Background: an optimization exercise with open tools, aiming at small area, a short achievable clock period and few clock cycles per item. Do not read the settings as production practice.
At most, simulation tests tie the RTL to the original design; equivalence was not proved.
The RTL of runs 7 and 8 was laid out without a check of its function.
Power and IR drop assume default switching activity.

==> design/flow/design.v <==
package lchd_pkg;
    localparam int KEY_W             = 32;
    localparam int COUNT_W           = 16;
    localparam int CAP_W             = 5;
    localparam int TOTAL_W           = 32;
    localparam int MAX_ENTRIES_DFLT  = 16;
    localparam logic [CAP_W-1:0]   CAP_RESET = CAP_W'(16);
    localparam logic [COUNT_W-1:0] COUNT_MAX = '1;
    localparam logic [TOTAL_W-1:0] TOTAL_MAX = '1;
    localparam int RES_BITS = 1 + TOTAL_W;
    localparam int RES_W    = ((RES_BITS + 7) / 8) * 8;
    typedef struct packed {
        logic [KEY_W-1:0]   key;
        logic [COUNT_W-1:0] count;
    } entry_t;
endpackage
module lfu_cache_hit_detector_core #(
    parameter int MAX_ENTRIES = lchd_pkg::MAX_ENTRIES_DFLT
) (
    input  logic                          clk,
    input  logic                          rst_n,
    input  logic                          cfg_we,
    input  logic [lchd_pkg::CAP_W-1:0]    cfg_wdata,
    input  logic                          s_axis_tvalid,
    output logic                          s_axis_tready,
    input  logic [lchd_pkg::KEY_W-1:0]    s_axis_tdata,
    output logic                          m_axis_tvalid,
    input  logic                          m_axis_tready,
    output logic [lchd_pkg::RES_W-1:0]    m_axis_tdata
);
    localparam int N     = MAX_ENTRIES;
    localparam int KW    = lchd_pkg::KEY_W;
    localparam int CW    = lchd_pkg::COUNT_W;
    localparam int TW    = lchd_pkg::TOTAL_W;
    localparam int CAPW  = lchd_pkg::CAP_W;
    localparam int IDX_W = (N > 1) ? $clog2(N) : 1;
    function automatic logic [IDX_W-1:0] lim_idx(input logic [CAPW-1:0] cap);
        if (cap == '0)
            lim_idx = '0;
        else if (cap > CAPW'(N))
            lim_idx = IDX_W'(N-1);
        else
            lim_idx = IDX_W'(cap - CAPW'(1));
    endfunction
    localparam logic [CW-1:0] CNT_ZERO = CW'(1);
    localparam logic [CW-1:0] CNT_LAST = CW'(2);
    function automatic logic [CW-1:0] lfsr_next(input logic [CW-1:0] c);
        lfsr_next = (c >> 1) ^ (c[0] ? 16'hB400 : 16'h0000);
    endfunction
    logic [KW-1:0]    kp_q  [0:N-1];    
    logic [IDX_W-1:0] ptr_q [0:N-1];    
    logic [CW-1:0]    cnt_q [0:N-1];
    logic [N-1:0]  v_q;
    logic [N-1:0]  eq_q;
    logic [N-1:0]  sat_q;               
    logic [CAPW-1:0] cap_q;
    logic          room_q;              
    logic          av_q;
    logic [KW-1:0] a_q;
    logic [N-1:0]  e_q;                 
    logic          ek_q;                
    logic          kv_q;
    logic [KW-1:0] k_q;
    logic [N-1:0]  meq_q;               
    logic          hit_q;               
    logic          miss_q;              
    logic          rdy_q;
    logic          hv_q, q1v_q, q2v_q;
    logic          h_hit_q, q1_hit_q, q2_hit_q;
    logic [TW-1:0] h_tot_q;
    logic upd, mv, s_hs, pop, full_n;
    assign upd   = kv_q;
    assign full_n = ~pop & (q2v_q | (q1v_q & kv_q));
    assign mv    = av_q & ~full_n;
    assign s_axis_tready = rdy_q;
    assign s_hs  = s_axis_tvalid & rdy_q;
    assign pop   = hv_q & m_axis_tready;
    assign m_axis_tvalid = hv_q;
    assign m_axis_tdata  = lchd_pkg::RES_W'({h_tot_q, h_hit_q});
    logic [N-1:0] mh, gl, gr, go, stop, on, last, fh, ins, mins, missch;
    logic         hit, miss, room;
    always_comb
    begin
        for (int i = 0; i < N; i++)
        begin
            mh[i]   = meq_q[i] & ~sat_q[i];
        end
        for (int i = 0; i < N; i++)
        begin
            gl[i]   = (2*i+1 < N) ? eq_q[(2*i+1) % N] : 1'b0;
            gr[i]   = (2*i+2 < N) ? (eq_q[(2*i+2) % N] & ~gl[i]) : 1'b0;
            stop[i] = ~gl[i] & ~gr[i];
        end
        for (int i = 0; i < N; i++)
        begin
            go[i] = (i == 0) ? 1'b0 : (((i % 2) == 1) ? gl[(i-1)/2] : gr[(i-1)/2]);
        end
        for (int i = 0; i < N; i++)
        begin
            on[i] = mh[i];
            for (int d = 1; d <= IDX_W; d++)
            begin
                if (((i+1) >> d) >= 1)
                begin
                    logic r;
                    r = 1'b1;
                    for (int e = 0; e < d; e++)
                    begin
                        r = r & go[((i+1) >> e) - 1];
                    end
                    on[i] = on[i] | (mh[((i+1) >> d) - 1] & r);
                end
            end
            last[i] = on[i] & stop[i];
        end
        for (int i = 0; i < N; i++)
        begin
            fh[i] = ~v_q[i] & ((i == 0) ? 1'b1 : v_q[(i+N-1) % N]);
        end
        for (int i = N-1; i >= 0; i--)
        begin
            ins[i] = fh[i];
            if (2*i+1 < N) ins[i] = ins[i] | ins[(2*i+1) % N];
            if (2*i+2 < N) ins[i] = ins[i] | ins[(2*i+2) % N];
        end
        room = room_q;
        for (int i = 0; i < N; i++)
        begin
            mins[i] = (i == 0) ? 1'b1 : (room & ins[i]);
        end
        hit    = hit_q;
        miss   = miss_q;
        missch = {N{miss}} & mins;
    end
    logic [CW-1:0]    inc [0:N-1];
    logic [N-1:0]     d1, z, wsel, wr;
    logic [IDX_W-1:0] ptr_n [0:N-1];
    logic [CW-1:0]    cnt_n [0:N-1];
    logic [IDX_W-1:0] hp, fidx, newp;
    logic [N-1:0]     v_n, eq_n, sat_n;
    logic [CAPW-1:0]  cap_n;
    logic             room_n;
    always_comb
    begin
        hp   = '0;
        fidx = '0;
        for (int i = 0; i < N; i++)
        begin
            inc[i] = lfsr_next(cnt_q[i]);
            z[i]   = (cnt_q[i] == CNT_ZERO) & ~sat_q[i];
            d1[i]  = (i == 0) ? 1'b0 : ((cnt_q[i] == inc[(i-1)/2])
                                       & (sat_q[i] == (cnt_q[(i-1)/2] == CNT_LAST)));
            hp     = hp | ({IDX_W{mh[i]}} & ptr_q[i]);
            fidx   = fidx | ({IDX_W{fh[i]}} & IDX_W'(i));
        end
        newp = room ? fidx : ptr_q[0];
        for (int i = 0; i < N; i++)
        begin
            ptr_n[i] = on[i] ? (gl[i] ? ptr_q[(2*i+1) % N] : (gr[i] ? ptr_q[(2*i+2) % N] : hp))
                     : (missch[i] ? ((i == 0) ? newp : ptr_q[(i-1)/2]) : ptr_q[i]);
            cnt_n[i] = last[i] ? inc[i] : (missch[i] ? ((i == 0) ? CNT_ZERO : cnt_q[(i-1)/2]) : cnt_q[i]);
            v_n[i]   = v_q[i] | (miss & room & fh[i]);
            sat_n[i] = last[i] ? (cnt_q[i] == CNT_LAST)
                     : (missch[i] ? ((i == 0) ? 1'b0 : sat_q[(i-1)/2]) : sat_q[i]);
            wsel[i]  = room ? fh[i] : (ptr_q[0] == IDX_W'(i));
            wr[i]    = miss & wsel[i];
        end
        cap_n  = cfg_we ? cfg_wdata : cap_q;
        room_n = cfg_we ? ~(v_q[lim_idx(cfg_wdata)] | (miss & room & fh[lim_idx(cfg_wdata)]))
                        : (room & ~(miss & fh[lim_idx(cap_q)]));
        eq_n[0] = 1'b0;
        for (int i = 1; i < N; i++)
        begin
            if (last[i])
                eq_n[i] = 1'b0;
            else if (last[(i-1)/2])
                eq_n[i] = d1[i] & v_q[i];
            else if (missch[i])
                eq_n[i] = (i <= 2) ? z[0] : eq_q[(i-1)/2];
            else if (miss & mins[(i-1)/2])
                eq_n[i] = (i <= 2) ? (z[i] & v_q[i]) : (eq_q[i] & eq_q[(i-1)/2]);
            else
                eq_n[i] = eq_q[i];
        end
    end
    logic [N-1:0] c0, e_n;
    logic         ck0, ca0, ek_n;
    always_comb
    begin
        for (int i = 0; i < N; i++)
        begin
            c0[i]  = (s_axis_tdata == kp_q[i]);
        end
        ck0 = (s_axis_tdata == k_q);
        ca0 = (s_axis_tdata == a_q);
        for (int i = 0; i < N; i++)
        begin
            e_n[i] = wr[i] ? ck0 : c0[i];
        end
        ek_n = mv ? ca0 : ck0;
    end
    logic [N-1:0] eqx, eqh, meq_n;
    logic         eqk, hit_n, hn_keep, hn_miss;
    always_comb
    begin
        eqx = e_q;
        eqk = ek_q;
        hn_keep = 1'b0;
        hn_miss = eqk;
        for (int i = 0; i < N; i++)
        begin
            eqh[i]  = eqx[ptr_q[i]];
            hn_keep = hn_keep | (eqx[i] & v_q[i]);
            hn_miss = hn_miss | (eqx[i] & v_q[i] & ~wsel[i]);
        end
        hit_n = miss ? hn_miss : hn_keep;
        for (int i = 0; i < N; i++)
        begin
            meq_n[i] = on[i] ? (gl[i] ? eqh[(2*i+1) % N] : (gr[i] ? eqh[(2*i+2) % N] : eqk))
                     : (missch[i] ? ((i == 0) ? eqk : eqh[(i-1)/2]) : eqh[i]);
        end
    end
    logic [TW-1:0] tot_inc;
    logic          add, load_head, h_hit_n, q1_hit_n, q2_hit_n;
    logic          av_n, kv_n, hv_n, q1v_n, q2v_n;
    always_comb
    begin
        if (pop)
        begin
            hv_n     = q1v_q | upd;
            q1v_n    = q2v_q | (q1v_q & upd);
            q2v_n    = q2v_q & upd;
            h_hit_n  = q1v_q ? q1_hit_q : hit_q;
            q1_hit_n = q2v_q ? q2_hit_q : hit_q;
            q2_hit_n = hit_q;
            load_head = q1v_q | upd;
        end
        else
        begin
            hv_n     = hv_q | upd;
            q1v_n    = q1v_q | (hv_q & upd);
            q2v_n    = q2v_q | (q1v_q & upd);
            h_hit_n  = hit_q;
            q1_hit_n = q1v_q ? q1_hit_q : hit_q;
            q2_hit_n = q2v_q ? q2_hit_q : hit_q;
            load_head = ~hv_q & upd;
        end
    end
    assign tot_inc   = h_tot_q + TW'(1);
    assign add       = h_hit_n & (h_tot_q != lchd_pkg::TOTAL_MAX);
    assign av_n      = s_hs | (av_q & ~mv);
    assign kv_n      = mv;
    always_ff @(posedge clk)
    begin
        for (int i = 0; i < N; i++)
        begin
            if (wr[i])
                kp_q[i] <= k_q;
            ptr_q[i] <= ptr_n[i];
            cnt_q[i] <= cnt_n[i];
        end
        sat_q <= sat_n;
        if (s_hs)
        begin
            a_q   <= s_axis_tdata;
            ek_q  <= ek_n;
        end
        e_q <= s_hs ? e_n : ((wr & {N{ek_q}}) | (e_q & ~wr));
        if (mv)
        begin
            k_q   <= a_q;
            hit_q <= hit_n;
        end
        if (load_head)
            h_hit_q <= h_hit_n;
        q1_hit_q <= q1_hit_n;
        q2_hit_q <= q2_hit_n;
    end
    always_ff @(posedge clk or negedge rst_n)
    begin
        if (!rst_n)
        begin
            v_q     <= '0;
            eq_q    <= '0;
            cap_q   <= lchd_pkg::CAP_RESET;
            room_q  <= 1'b1;
            h_tot_q <= '0;
            av_q    <= 1'b0;
            kv_q    <= 1'b0;
            hv_q    <= 1'b0;
            q1v_q   <= 1'b0;
            q2v_q   <= 1'b0;
            meq_q   <= '0;
            miss_q  <= 1'b0;
            rdy_q   <= 1'b1;
        end
        else
        begin
            v_q <= v_n;
            eq_q <= eq_n;
            cap_q  <= cap_n;
            room_q <= room_n;
            if (load_head & add)
                h_tot_q <= tot_inc;
            av_q  <= av_n;
            kv_q  <= kv_n;
            hv_q  <= hv_n;
            q1v_q <= q1v_n;
            q2v_q <= q2v_n;
            meq_q  <= mv ? (meq_n & v_n) : '0;
            miss_q <= mv & ~hit_n;
            rdy_q <= ~av_n | ~(q2v_n | (q1v_n & kv_n));
        end
    end
endmodule
==> design/flow/flow/run.sh <==
#!/bin/bash
# Standard ORFS flow, with plain buffers on the ports instead of the
# default pick (a delay buffer).
set -e
export BUFFER_PORTS_ARGS="-buffer_cell sky130_fd_sc_hd__buf_4"
bash standard.sh > standard.log 2>&1
==> design/flow/standard.sh <==
#!/bin/bash
# synth_recipe.tcl (not shown) runs the flow's synth.tcl, then flattens the netlist and writes it again
# the make line also repeats each setting of config.mk as NAME=value (left out here)
make -C /OpenROAD-flow-scripts/flow DESIGN_CONFIG=/design/flow/config.mk WORK_HOME=/design/flow/orfs CLKGATE_MAP_FILE= SYNTH_SCRIPT=/design/flow/synth_recipe.tcl "${@:-finish}"
==> design/flow/config.mk <==
export PLATFORM = sky130hd
export DESIGN_NAME = lfu_cache_hit_detector_core
export DESIGN_NICKNAME = lfu_cache_hit_detector_core
export VERILOG_FILES = /design/flow/design.v
export SDC_FILE = /design/flow/constraint.sdc
export NUM_CORES = 4
export LEC_CHECK = 0
export CAP_MARGIN = 20
export CORE_MARGIN = 2
export CORE_UTILIZATION = 55
export CTS_CLUSTER_DIAMETER = 100
export CTS_CLUSTER_SIZE = 24
export SETUP_SLACK_MARGIN = 2.8
export SLEW_MARGIN = 20
==> design/flow/constraint.sdc <==
create_clock -name core_clock -period 5.0 [get_ports {clk}]
set_input_delay 1.0000 -clock core_clock [delete_from_list [all_inputs] [get_ports {clk}]]
set_output_delay 1.0000 -clock core_clock [all_outputs]
set_load 0.01 [all_outputs]
==> flow_summary.yaml, run 1 <==
status:
  status: "no timing/DRC/antenna violations"
die:
  fp.dieH_um: 312.1
  start_util_pct: 55.21
  coreArea_sq_um: 94590
  die_w_um: 312.1
  ios: 84
  dieArea_sq_um: 97430
  rows: 113
finish:
  final_net_count: 4699
  area_growth_syn_to_layout_pct: 16.59
  fillerInstances: 7249
  drive_gt1_share_pct: 21.61
  sequential_cell_area_sq_um: 30340
  multi_input_area_sq_um: 22190
timing:
  relSlewSlack_pct: 43.83
  min_period_ns: 2.422
  maxSlewViolCount: 0
  skew_ns: 0.03949
  max_freq_mhz: 412.9
  holdWs_ns: 0.3709
  setup_tns_ns: 0
  setup_viol: 0
  finalCritPeriodShare_pct: 48.43
  rsz0062_at_grt: "true"
  worst_slew_pin_slew_ns: 0.8426
  hold_violations: 0
drt:
  first_pass_iters: 6
  antenna_left: 0
  vias: 37930
  drt_iter0_drc: 4828
  drc: 0
  wl_um: 176200
  vias_per_cell: 6.375
  wl_per_cell_um: 29.61
global_routing:
  grt_max_degree: 59
  antenna_found_initial: 6
  grt_pass1_vias: 36040
  grt-ovfl-total: 0
  grt_pass1_wl_um: 250500
  grtUsageTotal_pct: 35.29
worst_setup_path:
  worstSetupPathType: "register to register"
  critPathRequiredTime_ns: 5.61
  crit_buf_inv: 1
  cp_slowest_cell: "mux4_2"
  cp_max_fo: 6
  start_kind: "register"
  crit_family: "multiplexers"
  crit_path_max_incr_delay_ns: 0.63
  cp.arrival_ns: 3.03
  endpoint_kind: "register"
  reg2reg_slack_ns: 2.58
  worstPathCellList: "buf_6 > mux4_2 > mux4_2 > mux2i_1 > nor2_1 > a21oi_1 > nor2_1"
placed_design:
  io_buffers: 76
  finalWeightedCongestion: 0.9513
  hpwl_um: 107000
logic_synthesis:
  async_flop_share_pct: 8.976
  synth_edf_count: 931
  synth_warnings: 7
  syn_area_per_cell_sq_um: 11.83
  syn-cell-area_sq_um: 52220
  yosysSeqAreaShare_pct: 58.03
  ys_types: 89
  synth_flop_cell: "edfxtp_1"
  ys_seq_elements: 1025
  synth_cells: 4413
pwr:
  switching_share_pct: 22.73
  vdd_drop_max_uv: 410.1
  p_int_mw: 11.45
  power.density_nw_per_um2: 243.4
  pwr-share-seq_pct: 62.4
  clkPwrFrac_pct: 32.5
  p_switching_mw: 3.368
  combPwrFrac_pct: 5.1
  p_leak_nw: 20.71
clocking:
  cts_buffers: 51
  root_buffer: "clkbuf_16"
  holdBufCountCts: 0
  clkSinkCount: 1025
  clock_path_buffers: 3
  cts_tree: "done"
  clk_latency_ns: 0.71
  htree_levels: 2
  path_clk_slew_ns: 0.10
job:
  cap_violations: 0
min_path:
  min_path_type: "input pin to asynchronous set/reset pin"
-- power by group through the flow --
stage | combinational (mW) | sequential [mW] | clock (mW)
floorplan | 0.481 | 9.44 | 0
global placement | 0.628 | 9.47 | 0
detailed placement | 0.630 | 9.47 | 0
CTS | 0.706 | 9.25 | 4.87
global route | 0.785 | 9.25 | 5.11
finish | 0.752 | 9.25 | 4.82
-- layout by cell type (no fill, tap or decap), types with 26 or more instances in the layout --
master	n
a21oi_1	108
nand3_1	36
nor2_1	112
nand4_1	158
buf_6	102
mux4_2	77
mux2i_1	26
buf_4	332
edfxtp_1	931
dfrtp_1	67
nand2b_1	27
o21ai_0	86
clkbuf_16	56
nand2_1	712
buf_12	47
xor2_1	373
inv_1	33
clkinvlp_4	33
xnor2_1	528
nor4_1	158
nor3_1	29
-- per-stage QoR --
| stage | utilization (%) | power (mW) | instances | instance area [sq um] | worst slack [ns] |
|---|---|---|---|---|---|
| floorplan | - | 9.919 | 4419 | 53120 | 2.164 |
| global placement | 56.98 | 10.09 | 5488 | 53890 | 1.644 |
| detailed placement | 57.00 | 10.10 | 5489 | 53920 | 1.548 |
| CTS | 62.14 | 14.82 | 5817 | 58780 | 2.592 |
| global route | 64.37 | 15.14 | 5949 | 60880 | 2.557 |
| finish | 64.37 | 14.82 | 5950 | 60880 | 2.578 |
-- cell families (layout without fill, tap and decap cells) --
kind of cell / count (synthesis) / count (layout) / share of synthesized area [%]
multiplexers: 130 / 130 / 4.397
adder cells (fa/ha/maj): 5 / 5 / 0.1102
flip-flops: 1025 / 1025 / 58.03
buffers and inverters: 400 / 653 / 3.038
other: 1 / 9 / 0.007181
AND/OR/NAND/NOR: 1482 / 1486 / 13.58
AO/OA/AOI/OAI: 467 / 474 / 5.696
XOR/XNOR: 903 / 903 / 15.15
-- synthesized netlist by cell type (17+ instances only) --
cell      instances  area (sq um)
mux2_2           24         270.3
nor2_1          125         469.2
o21ai_1          21         105.1
a22oi_1          23         172.7
dfrtp_1          89          2227
o21ai_0          95         475.5
mux2i_1          28         280.3
nor3_1           49         245.2
nand2_1         762          2860
a21oi_1         136         680.7
clkbuf_1        261         979.7
and3_1           28         175.2
xor2_1          373          3267
inv_1            57         214.0
o22ai_1          25         156.4
edfxtp_1        931         27960
a21o_1           23         172.7
nor4_1          172          1076
nand4_1         158         988.5
xnor2_1         530          4642
o221ai_1         18         157.7
buf_1            25         93.84
nand2b_1         35         219.0
o211ai_1         18         135.1
buf_2            44         220.2
mux4_2           77          1734
a31oi_1          17         106.4
nand3_1          43         215.2
a211oi_1         19         142.6
nor2b_1          39         244.0
-- state kept, by name, indices dropped and copies added (netlist names), 5 cells and up, named ones only --
signal and flops:
a_q 32, cap_q 5, cnt_q 256, eq_q 15
h_tot_q 32, k_q 32, kp_q 512, meq_q 16
ptr_q 64, sat_q 16, v_q 16
-- per-layer routing --
metal	GRT usage (%)	vias to the layer above	wire length, um
met2	58.22	2208	84050
met1	46.98	18910	66800
li1	-	16270	-
met4	15.46	2	9787
met3	4.864	544	15530
met5	0	-	8
-- repair_timing --
action	CTS	global route
pin swaps	51	82
gates cloned	26	10
buffers inserted	220	121
resized for setup	295	211
setup endpoints to repair	1292	876
-- path summary, 6_finish.rpt --
check	end	start	cells after the start
max in group asynchronous	room_q$_DFF_PN1_	rst_n	2
setup / recovery	meq_q[1]$_DFF_PN0_	ptr_q[0][0]$_DFFE_PP_	7
min in group core_clock	k_q[12]$_DFFE_PP_	a_q[12]$_DFFE_PP_	0
hold reg to reg	k_q[12]$_DFFE_PP_	a_q[12]$_DFFE_PP_	0
setup reg to reg	meq_q[1]$_DFF_PN0_	ptr_q[0][0]$_DFFE_PP_	7
hold / removal	h_tot_q[31]$_DFFE_PN0P_	rst_n	1
-- layout make-up --
| type | instances | area share [%] |
|---|---|---|
| diodes | 2 | 0.008220 |
| repair buffers | 495 | 7.963 |
| clock buffers | 69 | 2.207 |
| flip-flops and latches | 1025 | 49.83 |
| multi-input cells | 3005 | 36.44 |
| clock inverters | 13 | 0.2281 |
| inverters | 62 | 0.5466 |
| well taps | 1265 | 2.600 |
| repair inverters | 14 | 0.1726 |
Testbench counts, summed over its fixed seeds: cycles 12,024, items 12,000.
==> run 2, diff against run 1 <==
--- a/design/flow/config.mk
+++ b/design/flow/config.mk
@@ -10,5 +10,5 @@
 export CORE_UTILIZATION = 55
 export CTS_CLUSTER_DIAMETER = 100
 export CTS_CLUSTER_SIZE = 24
-export SETUP_SLACK_MARGIN = 2.8
+export SETUP_SLACK_MARGIN = 2.6
 export SLEW_MARGIN = 20
==> flow_summary.yaml, run 2 <==
status:
  status: "no timing/DRC/antenna violations"
timing:
  setup_slack_ns: 2.535
  min_period_ns: 2.465
  maxSlewViolCount: 0
  hold_violations: 0
  setup_viol: 0
  relSlewSlack_pct: 42.61
  holdWs_ns: 0.2383
  finalCritPeriodShare_pct: 49.31
  worst_slew_pin_slew_ns: 0.8590
  setup_tns_ns: 0
  skew_ns: 0.05112
  rsz0062_at_grt: "true"
  max_freq_mhz: 405.6
worst_setup_path:
  cp_slowest_cell: "edfxtp_1"
  start_kind: "register"
  cp.arrival_ns: 3.07
  critPathRequiredTime_ns: 5.61
  worstPathCellList: "xor2_1 > nor4_1 > nand3_1 > nor4_1 > nand3_1 > a21oi_1"
  cp_max_fo: 7
  endpoint_kind: "register"
  crit_path_max_incr_delay_ns: 0.68
  crit_family: "simple AND/OR/NAND/NOR gates"
  worstSetupPathType: "register to register"
  crit_buf_inv: 0
finish:
  sequential_cell_area_sq_um: 30320
  drive_gt1_share_pct: 15.54
  top_register: "kp_q"
  fin_cells: 5794
  largest_register_ffs: 512
  layout_common_cells: "edfxtp_1, nand2_1, xnor2_1, xor2_1, buf_4"
  antenna_cells: 0
  post-route-util_pct: 61.36
  largestRegisters: "kp_q: 512 flops, cnt_q: 256 flops, ptr_q: 64 flops"
  multi_input_area_sq_um: 21220
  area_growth_syn_to_layout_pct: 11.14
  fillerInstances: 7630
  design_area_sq_um: 58040
  final_net_count: 4532
  layout_commonest_cell: "edfxtp_1"
placed_design:
  hpwl_um: 105900
  place_ws_ns: 1.451
  place_area_sq_um: 53930
  io_buffers: 76
  dp_cells: 5509
  finalWeightedCongestion: 0.9757
logic_synthesis:
  synth-simple-area-share_pct: 13.58
  syn-cell-area_sq_um: 52220
  yosys.area_share.adder_pct: 0.1102
  synth_top_family_by_area: "XOR/XNOR gates"
  synth_warnings: 7
  yosys-top-cells-count: "edfxtp_1, nand2_1, xnor2_1, xor2_1, clkbuf_1"
  synth_cells: 4413
  ys_types: 89
  yosysMostFrequentCell: "edfxtp_1"
  yosysTopAreaCell: "edfxtp_1"
  synth_xor_area_share_pct: 15.15
  yosysSeqAreaShare_pct: 58.03
  ys_seq_elements: 1025
  synthMuxAreaShare_pct: 4.397
  synth_top_area_share_pct: 53.54
  async_flop_share_pct: 8.976
  syn_area_per_cell_sq_um: 11.83
  synth_edf_count: 931
  synth.area.top_cells: "edfxtp_1, xnor2_1, xor2_1, nand2_1, dfrtp_1"
  synth-compound-area-share_pct: 5.695
  synth_flop_cell: "edfxtp_1"
global_routing:
  grt-ovfl-total: 0
  grtUsageTotal_pct: 34.16
  grt_pass1_wl_um: 243200
  grt_pass1_vias: 34920
  antenna_found_initial: 2
  grt_max_degree: 38
die:
  dieArea_sq_um: 97430
  fp.dieH_um: 312.1
  die_w_um: 312.1
  coreArea_sq_um: 94590
  rows: 113
  start_util_pct: 55.21
  ios: 84
drt:
  first_pass_iters: 6
  drt_iter0_drc: 4750
  wl_per_cell_um: 29.12
  vias: 36490
  antenna_left: 0
  wl_um: 168700
  drc: 0
  vias_per_cell: 6.299
clocking:
  htree_levels: 2
  cts_buffers: 50
  clkSinkCount: 1025
  path_clk_slew_ns: 0.10
  clock_path_buffers: 3
  root_buffer: "clkbuf_16"
  clk_latency_ns: 0.72
  cts_tree: "done"
job:
  cap_violations: 0
pwr:
  total_power_mw: 14.90
  vdd_drop_max_uv: 284.2
  p_leak_nw: 19.62
  power.density_nw_per_um2: 256.7
min_path:
  min_path_type: "input pin to asynchronous set/reset pin"
-- run 2: changes by cell type in the layout (fill, tap and decap cells not counted), moves of 14 or more --
cell,delta
clkbuf_1,+14
nand2_1,+21
buf_6,-80
clkinvlp_4,-20
buf_12,-27
buf_4,-31
-- run 2: layout make-up --
class | instances | share of cell area [%]
tap | 1265 | 2.727
multi-input combinational | 2995 | 36.57
sequential | 1025 | 52.25
timing repair inverter | 4 | 0.04743
timing repair buffer | 349 | 5.219
inverter | 62 | 0.4764
clock inverter | 9 | 0.2587
clock buffer | 85 | 2.453
-- run 2: routing by layer --
layer / track usage, % / up-vias / share of wire, %
met5: 0 / - / 0
met4: 16.43 / 0 / 5.7
li1: - / 15900 / -
met2: 56.09 / 1788 / 48
met3: 4.625 / 489 / 7.6
met1: 45.16 / 18320 / 39
-- run 2: final timing paths --
| kind | start | end | slack (ns) | depth (start not counted) |
|---|---|---|---|---|
| setup / recovery | cnt_q[1][9]$_DFFE_PP_ | eq_q[3]$_DFFE_PN0P_ | 2.53 | 6 |
| hold / removal | rst_n | h_tot_q[27]$_DFFE_PN0P_ | 0.24 | 1 |
| setup reg to reg | cnt_q[1][9]$_DFFE_PP_ | eq_q[3]$_DFFE_PN0P_ | 2.53 | 6 |
| hold reg to reg | a_q[3]$_DFFE_PP_ | k_q[3]$_DFFE_PP_ | 0.48 | 0 |
| max in group asynchronous | rst_n | v_q[14]$_DFF_PN0_ | 3.81 | 2 |
| min in group core_clock | a_q[3]$_DFFE_PP_ | k_q[3]$_DFFE_PP_ | 0.48 | 0 |
-- run 2: what timing repair did --
action | in CTS | in global routing
resized for setup | 116 | 113
hold buffers | 0 | 0
setup endpoints to repair | 1097 | 592
pin swaps | 11 | 21
endpoints found under the hold margin | 0 | 0
setup buffers | 112 | 72
gates cloned | 4 | 3
-- run 2: cells by family after synthesis --
logic type | after synthesis
xor+xnor | 903
compound gates | 467
simple gates | 1482
flops | 1025
fa+ha+maj | 5
buf+inv | 400
mux | 130
other cells | 1
-- run 2: power by group --
part / leakage [nW] / total (mW) / internal, mW / switching, mW
registers: 8.57 / 9.25 / 9.23 / 0.0172
logic: 10.3 / 0.720 / 0.270 / 0.450
clock network: 0.748 / 4.93 / 2.06 / 2.88
total: 19.6 / 14.9 / 11.6 / 3.34
==> run 3, diff against run 2 <==
--- a/design/flow/config.mk
+++ b/design/flow/config.mk
@@ -7,7 +7,7 @@
 export LEC_CHECK = 0
 export CAP_MARGIN = 20
 export CORE_MARGIN = 2
-export CORE_UTILIZATION = 55
+export CORE_UTILIZATION = 75
 export CTS_CLUSTER_DIAMETER = 100
 export CTS_CLUSTER_SIZE = 24
 export SETUP_SLACK_MARGIN = 2.6
==> flow_summary.yaml, run 3 <==
placed_design:
  io_buffers: 76
  hpwl_um: 100300
  finalWeightedCongestion: 1.011
  dp_cells: 5169
  place_ws_ns: 1.424
worst_setup_path:
  cp_slowest_cell: "nor4_1"
  endpoint_kind: "register"
  start_kind: "input pin"
  crit_path_max_incr_delay_ns: 0.61
  cp_max_fo: 19
  critPathRequiredTime_ns: 5.50
  r2r_start: "v_q[5]$_DFF_PN0_"
  crit_family: "simple AND/OR/NAND/NOR gates"
  worstSetupPathType: "input pin to register"
  setup.worst_path.start: "s_axis_tdata[26]"
  crit_buf_inv: 1
  cp.arrival_ns: 3.03
  worstPathCellList: "buf_4 > xnor2_1 > nand4_1 > nor4_1 > and3_1 > a21oi_2 > o22ai_1"
timing:
  setup_viol: 0
  setup_tns_ns: 0
  max_freq_mhz: 395.5
  relSlewSlack_pct: 32.05
  finalCritPeriodShare_pct: 50.57
  maxSlewViolCount: 0
  skew_ns: 0.07132
  rsz0062_at_grt: "true"
  hold_violations: 0
  setup_slack_ns: 2.471
  min_period_ns: 2.529
  worst_slew_pin_slew_ns: 1.019
logic_synthesis:
  synth_edf_count: 931
  yosysMostFrequentCell: "edfxtp_1"
  synth_cells: 4413
  yosys-top-cells-count: "edfxtp_1, nand2_1, xnor2_1, xor2_1, clkbuf_1"
  ys_types: 89
  ys_seq_elements: 1025
  syn-cell-area_sq_um: 52220
  async_flop_share_pct: 8.976
  synth.area.top_cells: "edfxtp_1, xnor2_1, xor2_1, nand2_1, dfrtp_1"
  yosysTopAreaCell: "edfxtp_1"
  yosysSeqAreaShare_pct: 58.03
  synth_flop_cell: "edfxtp_1"
  synth_warnings: 7
  synth_top_area_share_pct: 53.54
  syn_area_per_cell_sq_um: 11.83
die:
  start_util_pct: 76.00
  fp.dieH_um: 267.9
  die_w_um: 267.9
  dieArea_sq_um: 71750
  rows: 96
  coreArea_sq_um: 68710
  ios: 84
finish:
  largestRegisters: "kp_q: 512 flops, cnt_q: 256 flops, ptr_q: 64 flops"
  area_growth_syn_to_layout_pct: 9.824
  post-route-util_pct: 83.47
  drive_gt1_share_pct: 15.16
  layout_common_cells: "edfxtp_1, nand2_1, xnor2_1, xor2_1, buf_4"
  final_net_count: 4517
  largest_register_ffs: 512
  layout_commonest_cell: "edfxtp_1"
  fin_cells: 5433
  top_register: "kp_q"
drt:
  vias: 38970
  antenna_left: 0
  first_pass_iters: 12
  drt_iter0_drc: 6600
  vias_per_cell: 7.173
  wl_per_cell_um: 30.51
  wl_um: 165700
  drc: 0
pwr:
  switching_share_pct: 22.00
  p_leak_nw: 19.43
  p_switching_mw: 3.216
  pwr-share-seq_pct: 63.3
  combPwrFrac_pct: 5.1
  clkPwrFrac_pct: 31.6
  vdd_drop_max_uv: 333.5
  p_int_mw: 11.40
  total_power_mw: 14.62
  power.density_nw_per_um2: 254.9
min_path:
  hold_start: "a_q[15]$_DFFE_PP_"
  min_path_type: "register to register"
clocking:
  holdBufCountCts: 0
  clk_latency_ns: 0.69
  cts_tree: "done"
  htree_levels: 2
  path_clk_slew_ns: 0.10
  clkSinkCount: 1025
  clock_path_buffers: 3
  cts_buffers: 49
  root_buffer: "clkbuf_16"
global_routing:
  antenna_found_initial: 4
  grt-ovfl-total: 0
  grt_pass1_vias: 37750
  grt_pass1_wl_um: 239200
  grt_max_degree: 72
  grtUsageTotal_pct: 45.78
status:
  status: "no timing/DRC/antenna violations"
job:
  cap_violations: 0
==> run 3: cell families (layout without fill, tap and decap cells) <==
family / Yosys count / after routing / synth area share [%]
and+or+nand+nor: 1482 / 1483 / 13.58
DFF: 1025 / 1025 / 58.03
xor gates and xnor gates: 903 / 903 / 15.15
AOI/OAI and AO/OA: 467 / 468 / 5.696
buffers and inverters: 400 / 479 / 3.038
muxes: 130 / 130 / 4.397
adders and majority gates: 5 / 5 / 0.1102
other: 1 / 9 / 0.007181
==> run 3: final timing paths <==
check,cells past startpoint,end,slack [ns]
worst max-delay path,7,register,2.47
worst min-delay path,0,k_q[15]$_DFFE_PP_,0.48
worst max register to register,6,register,2.52
worst min register to register,0,k_q[15]$_DFFE_PP_,0.48
max in group asynchronous,2,v_q[3]$_DFF_PN0_,3.45
min in group asynchronous,1,h_tot_q[16]$_DFFE_PN0P_,0.49
==> run 3: final cells by class <==
type	instances	area (sq um)
Timing Repair Buffer	334	2867
Timing Repair inverter	4	30.03
Tap cell	931	1165
Multi-Input combinational cell	2996	21220
Inverter	62	291.5
Antenna cell	2	5.005
Clock inverter	5	101.3
Fill cell	3658	11360
Clock buffer	74	1341
Sequential cell	1025	30330
==> run 3: metrics by stage <==
step                hold slack (ns)  area [sq um]
floorplan                    0.4473         52680
global placement             0.4498         53430
detailed placement           0.4557         53430
CTS                          0.4728         56370
global route                 0.4901         57340
finish                       0.4781         57350
==> run 3: power groups by stage <==
| stage | combinational (mW) | clock, mW | sequential, mW |
|---|---|---|---|
| final | 0.747 | 4.62 | 9.25 |
| after global routing | 0.761 | 4.85 | 9.25 |
| after CTS | 0.685 | 4.57 | 9.25 |
| after detailed placement | 0.619 | 0 | 9.47 |
| after global placement | 0.600 | 0 | 9.47 |
| after floorplan | 0.454 | 0 | 9.44 |
==> run 3: what timing repair did <==
| action | in CTS | in global routing |
|---|---|---|
| resized for setup | 126 | 97 |
| gates cloned | 5 | 4 |
| setup endpoints to repair | 1174 | 664 |
| setup buffers | 105 | 69 |
| pin swaps | 11 | 15 |
==> run 3: layer usage <==
metal	GRT usage, %	routed length [um]	vias to the layer above
met5	0	8	-
met1	56.14	52150	18450
met2	71.55	75080	3580
met4	33.16	15220	2
met3	11.31	23290	1043
li1	-	-	15890
==> run 4, diff against run 3 <==
--- a/design/flow/config.mk
+++ b/design/flow/config.mk
@@ -7,8 +7,9 @@
 export LEC_CHECK = 0
 export CAP_MARGIN = 20
 export CORE_MARGIN = 2
-export CORE_UTILIZATION = 75
+export CORE_UTILIZATION = 65
 export CTS_CLUSTER_DIAMETER = 100
 export CTS_CLUSTER_SIZE = 24
 export SETUP_SLACK_MARGIN = 2.6
 export SLEW_MARGIN = 20
+export TNS_END_PERCENT = 10
==> flow_summary.yaml, run 4 <==
worst_setup_path:
  critPathRequiredTime_ns: 5.55
  crit_path_max_incr_delay_ns: 0.75
  worstPathCellList: "mux4_2 > mux4_2 > nand2b_1 > o211ai_1 > o21ai_1 > o2111a_1"
  crit_top_cell: "mux4_2"
  cp_max_fo: 17
  endpoint_kind: "register"
  worstSetupPathType: "register to register"
  start_kind: "register"
  cp.arrival_ns: 3.15
  cp_slowest_cell: "edfxtp_1"
drt:
  wl_per_cell_um: 28.44
  drt_iter0_drc: 5105
  drc: 0
  wl_um: 156500
  vias_per_cell: 6.676
  vias: 36730
  first_pass_iters: 7
  antenna_left: 0
job:
  cap_violations: 0
clocking:
  clock_path_buffers: 3
  cts_buffers: 48
  cts_tree: "done"
  htree_levels: 2
  root_buffer: "clkbuf_16"
  path_clk_slew_ns: 0.10
  clkSinkCount: 1025
  holdBufCountCts: 0
  clk_latency_ns: 0.66
logic_synthesis:
  yosysTopAreaCell: "edfxtp_1"
  async_flop_share_pct: 8.976
  yosys-top-cells-count: "edfxtp_1, nand2_1, xnor2_1, xor2_1, clkbuf_1"
  syn-cell-area_sq_um: 52220
  synth_flop_cell: "edfxtp_1"
  syn_area_per_cell_sq_um: 11.83
  synth.area.top_cells: "edfxtp_1, xnor2_1, xor2_1, nand2_1, dfrtp_1"
  yosysSeqAreaShare_pct: 58.03
  synth_warnings: 7
  ys_types: 89
  synth_edf_count: 931
  ys_seq_elements: 1025
  synth_cells: 4413
  synth_top_area_share_pct: 53.54
  yosysMostFrequentCell: "edfxtp_1"
die:
  rows: 103
  fp.dieH_um: 287.4
  dieArea_sq_um: 82620
  coreArea_sq_um: 79260
  start_util_pct: 65.89
  ios: 84
  die_w_um: 287.4
placed_design:
  dp_cells: 5289
  io_buffers: 76
  place_ws_ns: 1.293
  hpwl_um: 98740
  finalWeightedCongestion: 1.005
timing:
  relSlewSlack_pct: 37.72
  hold_violations: 0
  finalCritPeriodShare_pct: 51.90
  setup_tns_ns: 0
  worst_slew_pin_slew_ns: 0.9342
  max_freq_mhz: 385.4
  skew_ns: 0.02740
  setup_viol: 0
  setup_slack_ns: 2.405
  rsz0062_at_grt: "true"
  maxSlewViolCount: 0
  min_period_ns: 2.595
finish:
  layout_commonest_cell: "edfxtp_1"
  area_growth_syn_to_layout_pct: 8.386
  sequential_cell_area_sq_um: 30320
  multi_input_area_sq_um: 20910
  antenna_cells: 0
  fillerInstances: 5528
  largest_register_ffs: 512
  largestRegisters: "kp_q: 512 flops, cnt_q: 256 flops, ptr_q: 64 flops"
  layout_common_cells: "edfxtp_1, nand2_1, xnor2_1, xor2_1, buf_4"
  fin_cells: 5501
  top_register: "kp_q"
  drive_gt1_share_pct: 12.78
  final_net_count: 4457
pwr:
  p_leak_nw: 19.10
  total_power_mw: 14.50
  power.density_nw_per_um2: 256.3
  vdd_drop_max_uv: 432.4
global_routing:
  grt_pass1_wl_um: 227300
  grt-ovfl-total: 0
  grt_pass1_vias: 34610
  grtUsageTotal_pct: 37.49
  grt_max_degree: 68
  antenna_found_initial: 3
min_path:
  min_path_type: "register to register"
status:
  status: "no timing/DRC/antenna violations"
==> run 4: worst paths after layout <==
kind	from	end	slack, ns	depth (start not counted)
min in group asynchronous	rst_n	h_tot_q[25]$_DFFE_PN0P_	0.47	1
max	register	meq_q[2]$_DFF_PN0_	2.41	6
min	k_q[29]$_DFFE_PP_	kp_q[1][29]$_DFFE_PP_	0.45	0
max reg2reg	register	meq_q[2]$_DFF_PN0_	2.41	6
max in group asynchronous	rst_n	v_q[8]$_DFF_PN0_	3.48	2
min reg2reg	k_q[29]$_DFFE_PP_	kp_q[1][29]$_DFFE_PP_	0.45	0
==> run 4: layer usage <==
| metal | wire length, um | track usage [%] | vias up |
|---|---|---|---|
| met2 | 73780 | 60.52 | 2380 |
| met3 | 16090 | 5.825 | 559 |
| li1 | - | - | 15760 |
| met4 | 9455 | 18.68 | 2 |
| met5 | 13 | 0 | - |
| met1 | 57130 | 49.85 | 18030 |
==> run 4: layout make-up <==
type	count	area share [%]
Clock buffer	86	2.381
Inverter	62	0.4753
Tap cell	1050	2.321
Multi-Input combinational cell	2994	36.94
Timing Repair inverter	1	0.008843
Sequential cell	1025	53.57
Clock inverter	3	0.1039
Timing Repair Buffer	280	4.202
==> run 4: per-stage QoR <==
stage	hold WS, ns	utilization [%]	cell area, sq um
detailed placement	0.4359	67.47	53480
global route	0.4703	71.41	56600
global placement	0.4299	67.46	53470
CTS	0.4532	69.81	55330
finish	0.4540	71.41	56600
floorplan	0.4473	-	52310
==> run 4: kinds of logic (layout without fill, tap and decap cells) <==
family	count (synthesis)	count (layout)	share of synthesized area [%]
xor+xnor	903	903	15.15
simple gates	1482	1482	13.58
flops	1025	1025	58.03
buf+inv	400	432	3.038
fa+ha+maj	5	5	0.1102
compound gates	467	467	5.696
mux	130	130	4.397
other cells	1	7	0.007181
==> run 4: timing repair <==
action                                  4_1_cts  5_1_grt
gates resized for setup                      67      109
cloned                                        0        3
pin swaps                                     1       11
endpoints found under the hold margin         0        0
buffers inserted                             23       97
endpoints found under the setup margin     1091      896
==> run 4: power breakdown <==
group	internal (mW)	total (mW)	switching, mW
Combinational	0.249	0.666	0.417
Clock	1.87	4.57	2.71
Sequential	9.23	9.26	0.0323
==> run 4: worst max-delay path: cells and delay by family (launching register included) <==
| kind | cells | cell delay [ns] |
|---|---|---|
| AOI/OAI and AO/OA | 3 | 0.36 |
| DFF | 1 | 0.75 |
| muxes | 2 | 1.15 |
| and+or+nand+nor | 1 | 0.21 |
==> run 5, diff against run 4 <==
--- a/design/flow/config.mk
+++ b/design/flow/config.mk
@@ -10,6 +10,5 @@
 export CORE_UTILIZATION = 65
 export CTS_CLUSTER_DIAMETER = 100
 export CTS_CLUSTER_SIZE = 24
-export SETUP_SLACK_MARGIN = 2.6
+export SETUP_SLACK_MARGIN = 2.75
 export SLEW_MARGIN = 20
-export TNS_END_PERCENT = 10
==> flow_summary.yaml, run 5 <==
timing:
  min_period_ns: 2.341
  rsz0062_at_grt: "true"
  finalCritPeriodShare_pct: 46.82
  setup_viol: 0
  worst_slew_pin_slew_ns: 0.8157
  relSlewSlack_pct: 45.62
  setup_tns_ns: 0
  setup_slack_ns: 2.659
  holdWs_ns: 0.3402
  maxSlewViolCount: 0
  hold_violations: 0
  skew_ns: 0.02405
  max_freq_mhz: 427.2
pwr:
  power.density_nw_per_um2: 246.2
  vdd_drop_max_uv: 378.7
  p_leak_nw: 20.28
  total_power_mw: 14.70
worst_setup_path:
  critPathRequiredTime_ns: 5.55
  endpoint_kind: "register"
  reg2reg_slack_ns: 2.66
  cp.arrival_ns: 2.89
  cp_max_fo: 6
  start_kind: "register"
  worstSetupPathType: "register to register"
finish:
  fin_cells: 5714
  drive_gt1_share_pct: 19.54
  top_register: "kp_q"
  fillerInstances: 5254
  final_net_count: 4668
  largestRegisters: "kp_q: 512 flops, cnt_q: 256 flops, ptr_q: 64 flops"
  layout_common_cells: "edfxtp_1, nand2_1, xnor2_1, xor2_1, buf_4"
  layout_commonest_cell: "edfxtp_1"
  design_area_sq_um: 59690
  post-route-util_pct: 75.31
  area_growth_syn_to_layout_pct: 14.30
  largest_register_ffs: 512
logic_synthesis:
  synth_top_area_share_pct: 53.54
  yosysSeqAreaShare_pct: 58.03
  yosysMostFrequentCell: "edfxtp_1"
  syn_area_per_cell_sq_um: 11.83
  synth_flop_cell: "edfxtp_1"
  yosysTopAreaCell: "edfxtp_1"
  yosys-top-cells-count: "edfxtp_1, nand2_1, xnor2_1, xor2_1, clkbuf_1"
  synth_cells: 4413
  synth_edf_count: 931
  async_flop_share_pct: 8.976
  synth.area.top_cells: "edfxtp_1, xnor2_1, xor2_1, nand2_1, dfrtp_1"
  synth_warnings: 7
  syn-cell-area_sq_um: 52220
  ys_seq_elements: 1025
  ys_types: 89
global_routing:
  grt-ovfl-total: 0
  grt_pass1_vias: 36590
  grt_max_degree: 71
  grt_pass1_wl_um: 241200
  antenna_found_initial: 4
  grtUsageTotal_pct: 40.07
clocking:
  path_clk_slew_ns: 0.10
  clk_latency_ns: 0.67
  clock_path_buffers: 3
  clkSinkCount: 1025
  cts_buffers: 49
  holdBufCountCts: 0
  root_buffer: "clkbuf_16"
  htree_levels: 2
  cts_tree: "done"
drt:
  wl_per_cell_um: 29.37
  vias: 38330
  drt_iter0_drc: 5357
  antenna_left: 0
  first_pass_iters: 9
  drc: 0
  vias_per_cell: 6.707
  wl_um: 167800
die:
  start_util_pct: 65.89
  die_w_um: 287.4
  ios: 84
  dieArea_sq_um: 82620
  fp.dieH_um: 287.4
  coreArea_sq_um: 79260
  rows: 103
job:
  cap_violations: 0
placed_design:
  io_buffers: 76
  finalWeightedCongestion: 0.9654
  hpwl_um: 103100
  place_ws_ns: 1.565
  place_area_sq_um: 53670
  dp_cells: 5284
status:
  status: "no timing/DRC/antenna violations"
min_path:
  min_path_type: "input pin to asynchronous set/reset pin"
==> run 5: changes by cell type in the layout (fill, tap and decap cells not counted), moves of 14 or more <==
cell / previous run / this run
clkinvlp_4: 8 / 32
buf_4: 249 / 350
nand2_1: 743 / 720
nand2_2: 9 / 23
a21oi_1: 128 / 114
buf_6: 9 / 61
buf_12: 17 / 51
==> run 5: worst paths after layout <==
| kind | endpoint | start | cells after the start |
|---|---|---|---|
| setup / recovery | meq_q[11]$_DFF_PN0_ | register | 6 |
| max in group asynchronous | rdy_q$_DFF_PN1_ | rst_n | 2 |
| hold / removal | h_tot_q[7]$_DFFE_PN0P_ | rst_n | 1 |
| min in group core_clock | k_q[10]$_DFFE_PP_ | a_q[10]$_DFFE_PP_ | 0 |
| setup reg to reg | meq_q[11]$_DFF_PN0_ | register | 6 |
| hold reg to reg | k_q[10]$_DFFE_PP_ | a_q[10]$_DFFE_PP_ | 0 |
==> run 5: layout make-up <==
class / instances / area [sq um] / share of cell area, %
Tap cell: 1050 / 1314 / 2.201
Timing Repair Buffer: 467 / 4410 / 7.389
Multi-Input combinational cell: 3004 / 21750 / 36.45
Clock inverter: 5 / 77.57 / 0.1300
Clock buffer: 86 / 1375 / 2.304
Inverter: 62 / 312.8 / 0.5241
Antenna cell: 1 / 2.502 / 0.004193
Sequential cell: 1025 / 30340 / 50.82
Timing Repair inverter: 14 / 105.1 / 0.1761
==> run 5: timing repair <==
action	4_1_cts	5_1_grt
endpoints found under the setup margin	1272	945
cloned	21	7
resized for setup	201	153
setup buffers	215	95
pin swaps	35	49
==> run 5: where the power goes <==
part | switching (mW) | internal [mW]
clock | 2.76 | 1.92
combinational | 0.469 | 0.296
sequential | 0.0172 | 9.23
==> run 5: worst max-delay path: stages (launching register included) <==
cell      delay (ns)
edfxtp_1        0.46
buf_12          0.18
mux4_2          0.47
mux4_2          0.59
or3_1           0.34
o211ai_1        0.10
a21oi_1         0.06
==> run 5: cells by family after synthesis <==
logic type      synth area share (%)
simple gates                   13.58
flops                          58.03
xor+xnor                       15.15
compound gates                 5.696
buf+inv                        3.038
mux                            4.397
fa+ha+maj                     0.1102
other cells                 0.007181
==> run 5: metal layers <==
| layer | vias to the layer above | share of wire (%) | track usage (%) |
|---|---|---|---|
| met4 | 6 | 7.2 | 23.46 |
| met2 | 2614 | 47 | 64.15 |
| li1 | 16230 | - | - |
| met3 | 654 | 11 | 6.468 |
| met1 | 18820 | 35 | 52.15 |
| met5 | - | 0.016 | 0 |
==> run 6, diff against run 5 <==
--- a/design/flow/config.mk
+++ b/design/flow/config.mk
@@ -10,5 +10,5 @@
 export CORE_UTILIZATION = 65
 export CTS_CLUSTER_DIAMETER = 100
 export CTS_CLUSTER_SIZE = 24
-export SETUP_SLACK_MARGIN = 2.75
+export SETUP_SLACK_MARGIN = 2.6
 export SLEW_MARGIN = 20
==> flow_summary.yaml, run 6 <==
status:
  status: "no timing/DRC/antenna violations"
logic_synthesis:
  yosysMostFrequentCell: "edfxtp_1"
  synth.area.top_cells: "edfxtp_1, xnor2_1, xor2_1, nand2_1, dfrtp_1"
  synth_edf_count: 931
  async_flop_share_pct: 8.976
  syn-cell-area_sq_um: 52220
  syn_area_per_cell_sq_um: 11.83
  synth_flop_cell: "edfxtp_1"
  synth_cells: 4413
  ys_types: 89
  yosys-top-cells-count: "edfxtp_1, nand2_1, xnor2_1, xor2_1, clkbuf_1"
  ys_seq_elements: 1025
  synth_warnings: 7
  yosysSeqAreaShare_pct: 58.03
  synth_top_area_share_pct: 53.54
  yosysTopAreaCell: "edfxtp_1"
pwr:
  vdd_drop_max_uv: 411.8
  total_power_mw: 14.66
  switching_share_pct: 21.94
  p_leak_nw: 19.43
  combPwrFrac_pct: 4.9
  p_int_mw: 11.44
  p_switching_mw: 3.217
  clkPwrFrac_pct: 32.0
  pwr-share-seq_pct: 63.1
  power.density_nw_per_um2: 255.1
drt:
  wl_per_cell_um: 29.46
  drc: 0
  first_pass_iters: 6
  wl_um: 164200
  vias_per_cell: 6.757
  vias: 37650
  drt_iter0_drc: 5074
  antenna_left: 0
finish:
  largest_register_ffs: 512
  multi_input_area_sq_um: 21150
  fillerInstances: 5579
  post-route-util_pct: 72.53
  area_growth_syn_to_layout_pct: 10.08
  design_area_sq_um: 57480
  drive_gt1_share_pct: 15.22
  top_register: "kp_q"
  layout_commonest_cell: "edfxtp_1"
  sequential_cell_area_sq_um: 30330
  layout_common_cells: "edfxtp_1, nand2_1, xnor2_1, xor2_1, buf_4"
  final_net_count: 4526
  largestRegisters: "kp_q: 512 flops, cnt_q: 256 flops, ptr_q: 64 flops"
clocking:
  clkSinkCount: 1025
  clk_latency_ns: 0.67
  htree_levels: 2
  cts_tree: "done"
  holdBufCountCts: 0
  root_buffer: "clkbuf_16"
  cts_buffers: 49
  clock_path_buffers: 3
  path_clk_slew_ns: 0.10
timing:
  relSlewSlack_pct: 35.30
  holdWs_ns: 0.3880
  setup_tns_ns: 0
  maxSlewViolCount: 0
  skew_ns: 0.03071
  rsz0062_at_grt: "true"
  setup_viol: 0
  min_period_ns: 2.417
  hold_violations: 0
  max_freq_mhz: 413.7
  worst_slew_pin_slew_ns: 0.9681
  finalCritPeriodShare_pct: 48.34
die:
  ios: 84
  dieArea_sq_um: 82620
  coreArea_sq_um: 79260
  start_util_pct: 65.89
  rows: 103
  die_w_um: 287.4
  fp.dieH_um: 287.4
placed_design:
  hpwl_um: 101200
  place_area_sq_um: 53580
  io_buffers: 76
  finalWeightedCongestion: 1.018
global_routing:
  gr-usage-met2_pct: 63.02
  gr-usage-met3_pct: 6.143
  antenna_found_initial: 3
  grtUsageTotal_pct: 39.16
  grt_pass1_vias: 35580
  grt_max_degree: 54
  use_met1_pct: 51.45
  grt_pass1_wl_um: 235500
  grt-ovfl-total: 0
  top_usage_layer: "met2"
min_path:
  min_path_type: "input pin to asynchronous set/reset pin"
worst_setup_path:
  critPathRequiredTime_ns: 5.60
  start_kind: "register"
  cp.arrival_ns: 3.02
  worstSetupPathType: "register to register"
  cp_max_fo: 7
  endpoint_kind: "register"
job:
  cap_violations: 0
==> run 6: worst paths after layout <==
kind                                          end                   from  depth (start not counted)  slack, ns
max in group asynchronous       v_q[12]$_DFF_PN0_                  rst_n                          2       3.68
hold / removal             h_tot_q[9]$_DFFE_PN0P_                  rst_n                          1       0.39
setup / recovery              eq_q[4]$_DFFE_PN0P_  cnt_q[1][4]$_DFFE_PP_                          7       2.58
setup reg to reg              eq_q[4]$_DFFE_PN0P_  cnt_q[1][4]$_DFFE_PP_                          7       2.58
hold reg to reg                 k_q[23]$_DFFE_PP_      a_q[23]$_DFFE_PP_                          0       0.47
min in group core_clock         k_q[23]$_DFFE_PP_      a_q[23]$_DFFE_PP_                          0       0.47
==> run 6: kinds of logic (layout without fill, tap and decap cells) <==
family,count (synthesis),in the layout,share of synthesized area [%]
adders and majority gates,5,5,0.1102
xor gates and xnor gates,903,903,15.15
other,1,11,0.007181
and+or+nand+nor,1482,1483,13.58
AOI/OAI and AO/OA,467,468,5.696
DFF,1025,1025,58.03
muxes,130,130,4.397
buffers and inverters,400,498,3.038
==> run 6: area by class of cell <==
class	instances	area share, %
inverters	62	0.4897
flip-flops and latches	1025	52.76
well taps	1050	2.285
repair inverters	5	0.06095
clock buffers	84	2.362
diodes	4	0.01741
repair buffers	342	5.061
clock inverters	5	0.1785
multi-input cells	2996	36.78
==> run 6: power by group through the flow <==
stage / registers, mW / logic (mW) / clock network (mW)
after floorplan: 9.44 / 0.454 / 0
after global placement: 9.46 / 0.611 / 0
after detailed placement: 9.47 / 0.618 / 0
after CTS: 9.25 / 0.678 / 4.72
after global routing: 9.25 / 0.740 / 4.99
final: 9.25 / 0.713 / 4.70
==> run 6: stage by stage <==
step / setup slack (ns) / instances
5_1_grt: 2.537 / 5569
3_3_place_gp: 1.575 / 5287
4_1_cts: 2.545 / 5483
6_report: 2.583 / 5573
3_5_place_dp: 1.489 / 5287
2_1_floorplan: 2.164 / 4419
==> run 6: timing repair <==
item,in CTS,in global routing
pin swaps,10,20
gates cloned,4,6
setup buffers,103,80
resized for setup,131,78
endpoints found under the setup margin,1149,643
==> run 6: per-layer routing <==
layer  wire, um  up-vias
met2      76890     2596
met5         14        -
li1           -    15930
met3      17670      608
met4      10660        2
met1      58950    18520
==> run 6: worst max-delay path: stages (launching register included) <==
cell	delay, ns
edfxtp_1	0.68
nor4_1	0.40
nand4_1	0.21
nor3b_2	0.45
buf_4	0.23
xnor2_1	0.12
nand3_1	0.11
a21boi_1	0.16
==> run 7, diff against run 6 <==
--- a/design/flow/design.v
+++ b/design/flow/design.v
@@ -83,7 +83,7 @@
     begin
         for (int i = 0; i < N; i++)
         begin
-            mh[i]   = meq_q[i] & ~sat_q[i];
+            mh[i]   = meq_q[i];
         end
         for (int i = 0; i < N; i++)
         begin
@@ -307,7 +307,7 @@
             hv_q  <= hv_n;
             q1v_q <= q1v_n;
             q2v_q <= q2v_n;
-            meq_q  <= mv ? (meq_n & v_n) : '0;
+            meq_q  <= mv ? (meq_n & v_n & ~sat_n) : '0;
             miss_q <= mv & ~hit_n;
             rdy_q <= ~av_n | ~(q2v_n | (q1v_n & kv_n));
         end
==> flow_summary.yaml, run 7 <==
die:
  fp.dieH_um: 287.7
  die_w_um: 287.7
  dieArea_sq_um: 82770
  start_util_pct: 65.27
  rows: 104
  coreArea_sq_um: 80160
  ios: 84
timing:
  holdWs_ns: 0.4478
  relSlewSlack_pct: 38.92
  min_period_ns: 2.540
  finalCritPeriodShare_pct: 50.80
  setup_slack_ns: 2.460
  skew_ns: 0.04122
  worst_slew_pin_slew_ns: 0.9161
  setup_viol: 0
  max_freq_mhz: 393.7
  setup_tns_ns: 0
  rsz0062_at_grt: "true"
  hold_violations: 0
  maxSlewViolCount: 0
global_routing:
  grt_pass1_vias: 35580
  antenna_found_initial: 3
  grt_max_degree: 66
  grtUsageTotal_pct: 38.76
  grt-ovfl-total: 0
  grt_pass1_wl_um: 234500
clocking:
  clock_path_buffers: 3
  cts_tree: "done"
  cts_buffers: 49
  root_buffer: "clkbuf_16"
  htree_levels: 2
  clkSinkCount: 1025
  clk_latency_ns: 0.68
  path_clk_slew_ns: 0.10
finish:
  largestRegisters: "kp_q: 512 flops, cnt_q: 256 flops, ptr_q: 64 flops"
  sequential_cell_area_sq_um: 30170
  layout_commonest_cell: "edfxtp_1"
  area_growth_syn_to_layout_pct: 11.90
  top_register: "kp_q"
  fin_cells: 5394
  layout_common_cells: "edfxtp_1, xnor2_1, nand2_1, xor2_1, buf_4"
  multi_input_area_sq_um: 21640
  antenna_cells: 0
  final_net_count: 4351
  fillerInstances: 5274
  largest_register_ffs: 512
  drive_gt1_share_pct: 21.16
worst_setup_path:
  critPathRequiredTime_ns: 5.42
  cp.arrival_ns: 2.96
  reg2reg_slack_ns: 2.46
  reg2reg_to: "cnt_q[12][0]$_DFFE_PP_"
  endpoint_kind: "register"
  start_kind: "register"
  cp_max_fo: 6
  r2r_start: "meq_q[0]$_DFF_PN0_"
  worstSetupPathType: "register to register"
  r2r_cells: 11
logic_synthesis:
  synth_flop_cell: "edfxtp_1"
  ys_types: 89
  synth_top_area_share_pct: 52.52
  async_flop_share_pct: 8.976
  synth.area.top_cells: "edfxtp_1, xnor2_1, xor2_1, dfrtp_1, mux4_2"
  yosysMostFrequentCell: "edfxtp_1"
  syn-cell-area_sq_um: 52320
  yosysTopAreaCell: "edfxtp_1"
  yosys-top-cells-count: "edfxtp_1, xnor2_1, nand2_1, xor2_1, clkbuf_1"
  synth_cells: 4143
  ys_seq_elements: 1025
  yosysSeqAreaShare_pct: 57.62
  synth_edf_count: 915
  syn_area_per_cell_sq_um: 12.63
  synth_warnings: 7
drt:
  first_pass_iters: 9
  antenna_left: 0
  drt_iter0_drc: 5062
  vias: 37070
  wl_per_cell_um: 30.33
  drc: 0
  vias_per_cell: 6.872
  wl_um: 163600
placed_design:
  place_ws_ns: 1.369
  finalWeightedCongestion: 0.9810
  dp_cells: 5033
  hpwl_um: 100200
  io_buffers: 76
job:
  cap_violations: 0
pwr:
  p_leak_nw: 20.34
  power.density_nw_per_um2: 412.4
  total_power_mw: 24.14
  vdd_drop_max_uv: 325.9
min_path:
  min_path_type: "input pin to asynchronous set/reset pin"
status:
  status: "no timing/DRC/antenna violations"
-- run 7: how the worst max path moves through the flow --
stage | from | end | slack [ns] | cells past startpoint
final | meq_q[0]$_DFF_PN0_ | cnt_q[12][0]$_DFFE_PP_ | 2.46 | 11
after global routing | meq_q[0]$_DFF_PN0_ | cnt_q[12][7]$_DFFE_PP_ | 2.44 | 11
after CTS | ptr_q[0][3]$_DFFE_PP_ | register | 2.33 | 8
after detailed placement | meq_q[0]$_DFF_PN0_ | cnt_q[6][1]$_DFFE_PP_ | 1.37 | 6
after global placement | eq_q[1]$_DFFE_PN0P_ | cnt_q[11][11]$_DFFE_PP_ | 1.56 | 5
after floorplan | cfg_wdata[0] | room_q$_DFF_PN1_ | 2.25 | 10
-- run 7: repair_timing --
item	4_1_cts	5_1_grt
setup endpoints to repair	1168	596
hold buffers	0	0
resized for setup	156	111
pin swaps	22	33
buffers inserted	164	91
endpoints found under the hold margin	0	0
cloned	16	11
-- run 7: through the flow --
step           instance area, sq um  utilization, %
6_report                      58540           73.03
5_1_grt                       58540           73.03
4_1_cts                       57190           71.35
3_5_place_dp                  53570           66.83
3_3_place_gp                  53570           66.83
2_1_floorplan                 52740               -
-- run 7: cells by family after synthesis --
group	share of synthesized area [%]
AND/OR/NAND/NOR	11.19
AO/OA/AOI/OAI	4.943
flip-flops	57.62
other	0.007168
XOR/XNOR	15.22
buffers and inverters	3.085
multiplexers	7.809
adder cells (fa/ha/maj)	0.1292
-- run 7: layout make-up --
cell class | count | area share [%]
sequential | 1025 | 51.53
timing repair inverter | 6 | 0.07694
clock inverter | 7 | 0.1817
timing repair buffer | 418 | 6.292
clock buffer | 72 | 2.242
inverter | 57 | 0.4488
tap | 1060 | 2.266
multi-input combinational | 2749 | 36.96
-- run 7: where the power goes --
group	internal, mW	switching (mW)	total [mW]
sequential	10.9	1.26	12.1
clock	1.87	2.73	4.60
combinational	2.87	4.54	7.41
total	15.6	8.53	24.1
-- run 7: layer usage --
| layer | vias to the layer above | routed length [um] | global-route usage, % |
|---|---|---|---|
| li1 | 15400 | - | - |
| met1 | 18390 | 57680 | 50.45 |
| met2 | 2632 | 77670 | 63.33 |
| met3 | 648 | 17820 | 6.553 |
| met4 | 2 | 10400 | 19.48 |
| met5 | - | 11 | 0 |
-- run 7: worst max-delay path, stage by stage, from the launching register on --
cell and delay [ns]:
dfrtp_2 0.45, buf_12 0.14, and2b_2 0.22, a21oi_4 0.18, buf_6 0.13, buf_6 0.08
o21ba_4 0.19, nor2_4 0.06, a21oi_4 0.23, buf_6 0.17, buf_12 0.14, mux2_4 0.30
==> run 8, diff against run 7 <==
--- a/design/flow/config.mk
+++ b/design/flow/config.mk
@@ -10,5 +10,5 @@
 export CORE_UTILIZATION = 65
 export CTS_CLUSTER_DIAMETER = 100
 export CTS_CLUSTER_SIZE = 24
-export SETUP_SLACK_MARGIN = 2.6
+export SETUP_SLACK_MARGIN = 2.75
 export SLEW_MARGIN = 20
==> flow_summary.yaml, run 8 <==
status:
  status: "no timing/DRC/antenna violations"
clocking:
  path_clk_slew_ns: 0.10
  clkSinkCount: 1025
  root_buffer: "clkbuf_16"
  clk_latency_ns: 0.70
  cts_tree: "done"
  cts_buffers: 50
  clock_path_buffers: 3
  holdBufCountCts: 0
  htree_levels: 2
drt:
  antenna_left: 0
  first_pass_iters: 9
  vias_per_cell: 6.861
  drt_iter0_drc: 5221
  drc: 0
  wl_um: 166000
  wl_per_cell_um: 30.67
  vias: 37130
  topRoutingLayerUsed: "met5"
  dr_wl_met3_um: 18000
  wl_met2_um: 79290
  drt-met1-wl_um: 58100
logic_synthesis:
  synth_warnings: 7
  synth_flop_cell: "edfxtp_1"
  yosysTopAreaCell: "edfxtp_1"
  ys_types: 89
  synth_cells: 4143
  synth.area.top_cells: "edfxtp_1, xnor2_1, xor2_1, dfrtp_1, mux4_2"
  synth_edf_count: 915
  yosysSeqAreaShare_pct: 57.62
  yosysMostFrequentCell: "edfxtp_1"
  syn-cell-area_sq_um: 52320
  async_flop_share_pct: 8.976
  ys_seq_elements: 1025
  yosys-top-cells-count: "edfxtp_1, xnor2_1, nand2_1, xor2_1, clkbuf_1"
  syn_area_per_cell_sq_um: 12.63
  synth_top_area_share_pct: 52.52
finish:
  final_net_count: 4368
  layout_commonest_cell: "edfxtp_1"
  fin_cells: 5412
  area_growth_syn_to_layout_pct: 13.34
  drive_gt1_share_pct: 22.87
  largest_register_ffs: 512
  largestRegisters: "kp_q: 512 flops, cnt_q: 256 flops, ptr_q: 64 flops"
  top_register: "kp_q"
  layout_common_cells: "edfxtp_1, xnor2_1, nand2_1, xor2_1, buf_4"
  design_area_sq_um: 59300
  fillerInstances: 5210
timing:
  worst_slew_pin_slew_ns: 0.7504
  maxSlewViolCount: 0
  max_freq_mhz: 393.5
  setup_tns_ns: 0
  setup_viol: 0
  holdWs_ns: 0.3130
  min_period_ns: 2.541
  hold_violations: 0
  skew_ns: 0.06652
  rsz0062_at_grt: "true"
  finalCritPeriodShare_pct: 50.82
  relSlewSlack_pct: 49.81
worst_setup_path:
  start_kind: "register"
  crit_top_cell: "mux4_2"
  worstSetupPathType: "register to register"
  cp_max_fo: 6
  endpoint_kind: "register"
  worstPathCellList: "buf_12 > mux4_2 > mux4_2 > mux2_4 > mux2i_1 > nand2_1 > o21ai_2 > nor4b_2"
  crit_family: "multiplexers"
  cp.arrival_ns: 3.06
  critPathRequiredTime_ns: 5.52
  crit_buf_inv: 1
  cp_slowest_cell: "mux4_2"
  crit_path_max_incr_delay_ns: 0.53
placed_design:
  io_buffers: 76
  dp_cells: 5018
  hpwl_um: 100200
  place_area_sq_um: 53580
  finalWeightedCongestion: 0.9731
global_routing:
  grt-ovfl-total: 0
  antenna_found_initial: 3
  grtUsageTotal_pct: 39.21
  grt_max_degree: 46
  grt_pass1_wl_um: 237300
  grt_pass1_vias: 36070
pwr:
  p_leak_nw: 20.64
  vdd_drop_max_uv: 307.7
  total_power_mw: 24.37
  power.density_nw_per_um2: 410.9
die:
  coreArea_sq_um: 80160
  dieArea_sq_um: 82770
  start_util_pct: 65.27
  rows: 104
  ios: 84
  die_w_um: 287.7
  fp.dieH_um: 287.7
min_path:
  min_path_type: "input pin to asynchronous set/reset pin"
job:
  cap_violations: 0
-- run 8: cell counts after synthesis --
No cell type changed its count.
-- run 8: worst paths after layout --
kind,start,end,slack [ns],cells past startpoint
max in group asynchronous,rst_n,v_q[15]$_DFF_PN0_,3.67,2
min in group core_clock,a_q[22]$_DFFE_PP_,k_q[22]$_DFFE_PP_,0.47,0
worst min-delay path,rst_n,h_tot_q[22]$_DFFE_PN0P_,0.31,1
worst max register to register,register,meq_q[6]$_DFF_PN0_,2.46,8
worst max-delay path,register,meq_q[6]$_DFF_PN0_,2.46,8
worst min register to register,a_q[22]$_DFFE_PP_,k_q[22]$_DFFE_PP_,0.47,0
-- run 8: cell families (layout without fill, tap and decap cells) --
| group | after synthesis | in the layout | synth area share (%) |
|---|---|---|---|
| mux | 289 | 289 | 7.809 |
| simple gates | 1139 | 1142 | 11.19 |
| buf+inv | 388 | 582 | 3.085 |
| fa+ha+maj | 6 | 6 | 0.1292 |
| compound gates | 386 | 391 | 4.943 |
| other cells | 1 | 8 | 0.007168 |
| xor+xnor | 909 | 909 | 15.22 |
| flops | 1025 | 1025 | 57.62 |
-- run 8: power by group --
group	internal, mW	switching [mW]
Clock	1.91	2.79
Combinational	2.93	4.54
Sequential	10.9	1.32
Total	15.7	8.66
-- run 8: timing repair --
item / in CTS / in global routing
setup buffers: 221 / 64
gates cloned: 23 / 5
pin swaps: 43 / 45
setup endpoints to repair: 1254 / 835
resized for setup: 216 / 193
-- run 8: final cells by class --
type	count	area, sq um	area share, %
multi-input combinational	2744	21940	36.99
antenna	1	2.502	0.004220
clock buffer	70	1326	2.237
sequential	1025	30180	50.90
timing repair inverter	12	90.09	0.1519
inverter	57	286.5	0.4832
tap	1060	1326	2.237
timing repair buffer	433	4003	6.750
clock inverter	10	142.6	0.2405
-- run 8: per-stage QoR --
step | utilization [%] | worst slack, ns
after global routing | 73.97 | 2.379
after global placement | 66.83 | 1.549
final | 73.98 | 2.459
after floorplan | - | 2.251
after CTS | 72.27 | 2.544
after detailed placement | 66.84 | 1.567
-- run 8: metal layers --
layer / up-vias / GRT usage, %
li1: 15430 / -
met1: 18430 / 50.35
met2: 2620 / 63.95
met3: 650 / 6.815
met4: 4 / 21.23
met5: - / 0
-- run 8: worst register-to-register path, cell delays in order, from the launching register on --
cell and delay [ns]:
edfxtp_1 0.46, buf_12 0.19, mux4_2 0.48, mux4_2 0.53, mux2_4 0.28, mux2i_1 0.21, nand2_1 0.11, o21ai_2 0.07
nor4b_2 0.06

-- separate check: timing with driven ports --
How much do the figures lean on ideal ports? The routed layouts below were timed once more, with nothing changed but the port constraints.
Step 1, drivers: a clkbuf_16 drives clk and a buf_2 each remaining input, both assumed.
Step 2 times the ports against the registers' clock, not the clock port: input delays grow and output delays shrink by t, the midpoint of the rising clock arrivals with the driver on.
Slacks: ideal / step 1 / step 2; pairs: ideal / step 1.
run | shift t [ns] | setup WS [ns]
run 1 | 0.769 | 2.578 / 2.560 / 2.002
run 2 | 0.768 | 2.535 / 2.535 / 1.926
run 3 | 0.729 | 2.471 / 2.502 / 1.773
run 4 | 0.724 | 2.405 / 2.405 / 1.781
run 5 | 0.731 | 2.659 / 2.602 / 2.051
run 6 | 0.728 | 2.583 / 2.583 / 1.961
run 7 | 0.732 | 2.460 / 2.460 / 1.903
run 8 | 0.736 | 2.459 / 2.459 / 2.019
After both steps every run listed still meets setup and hold.
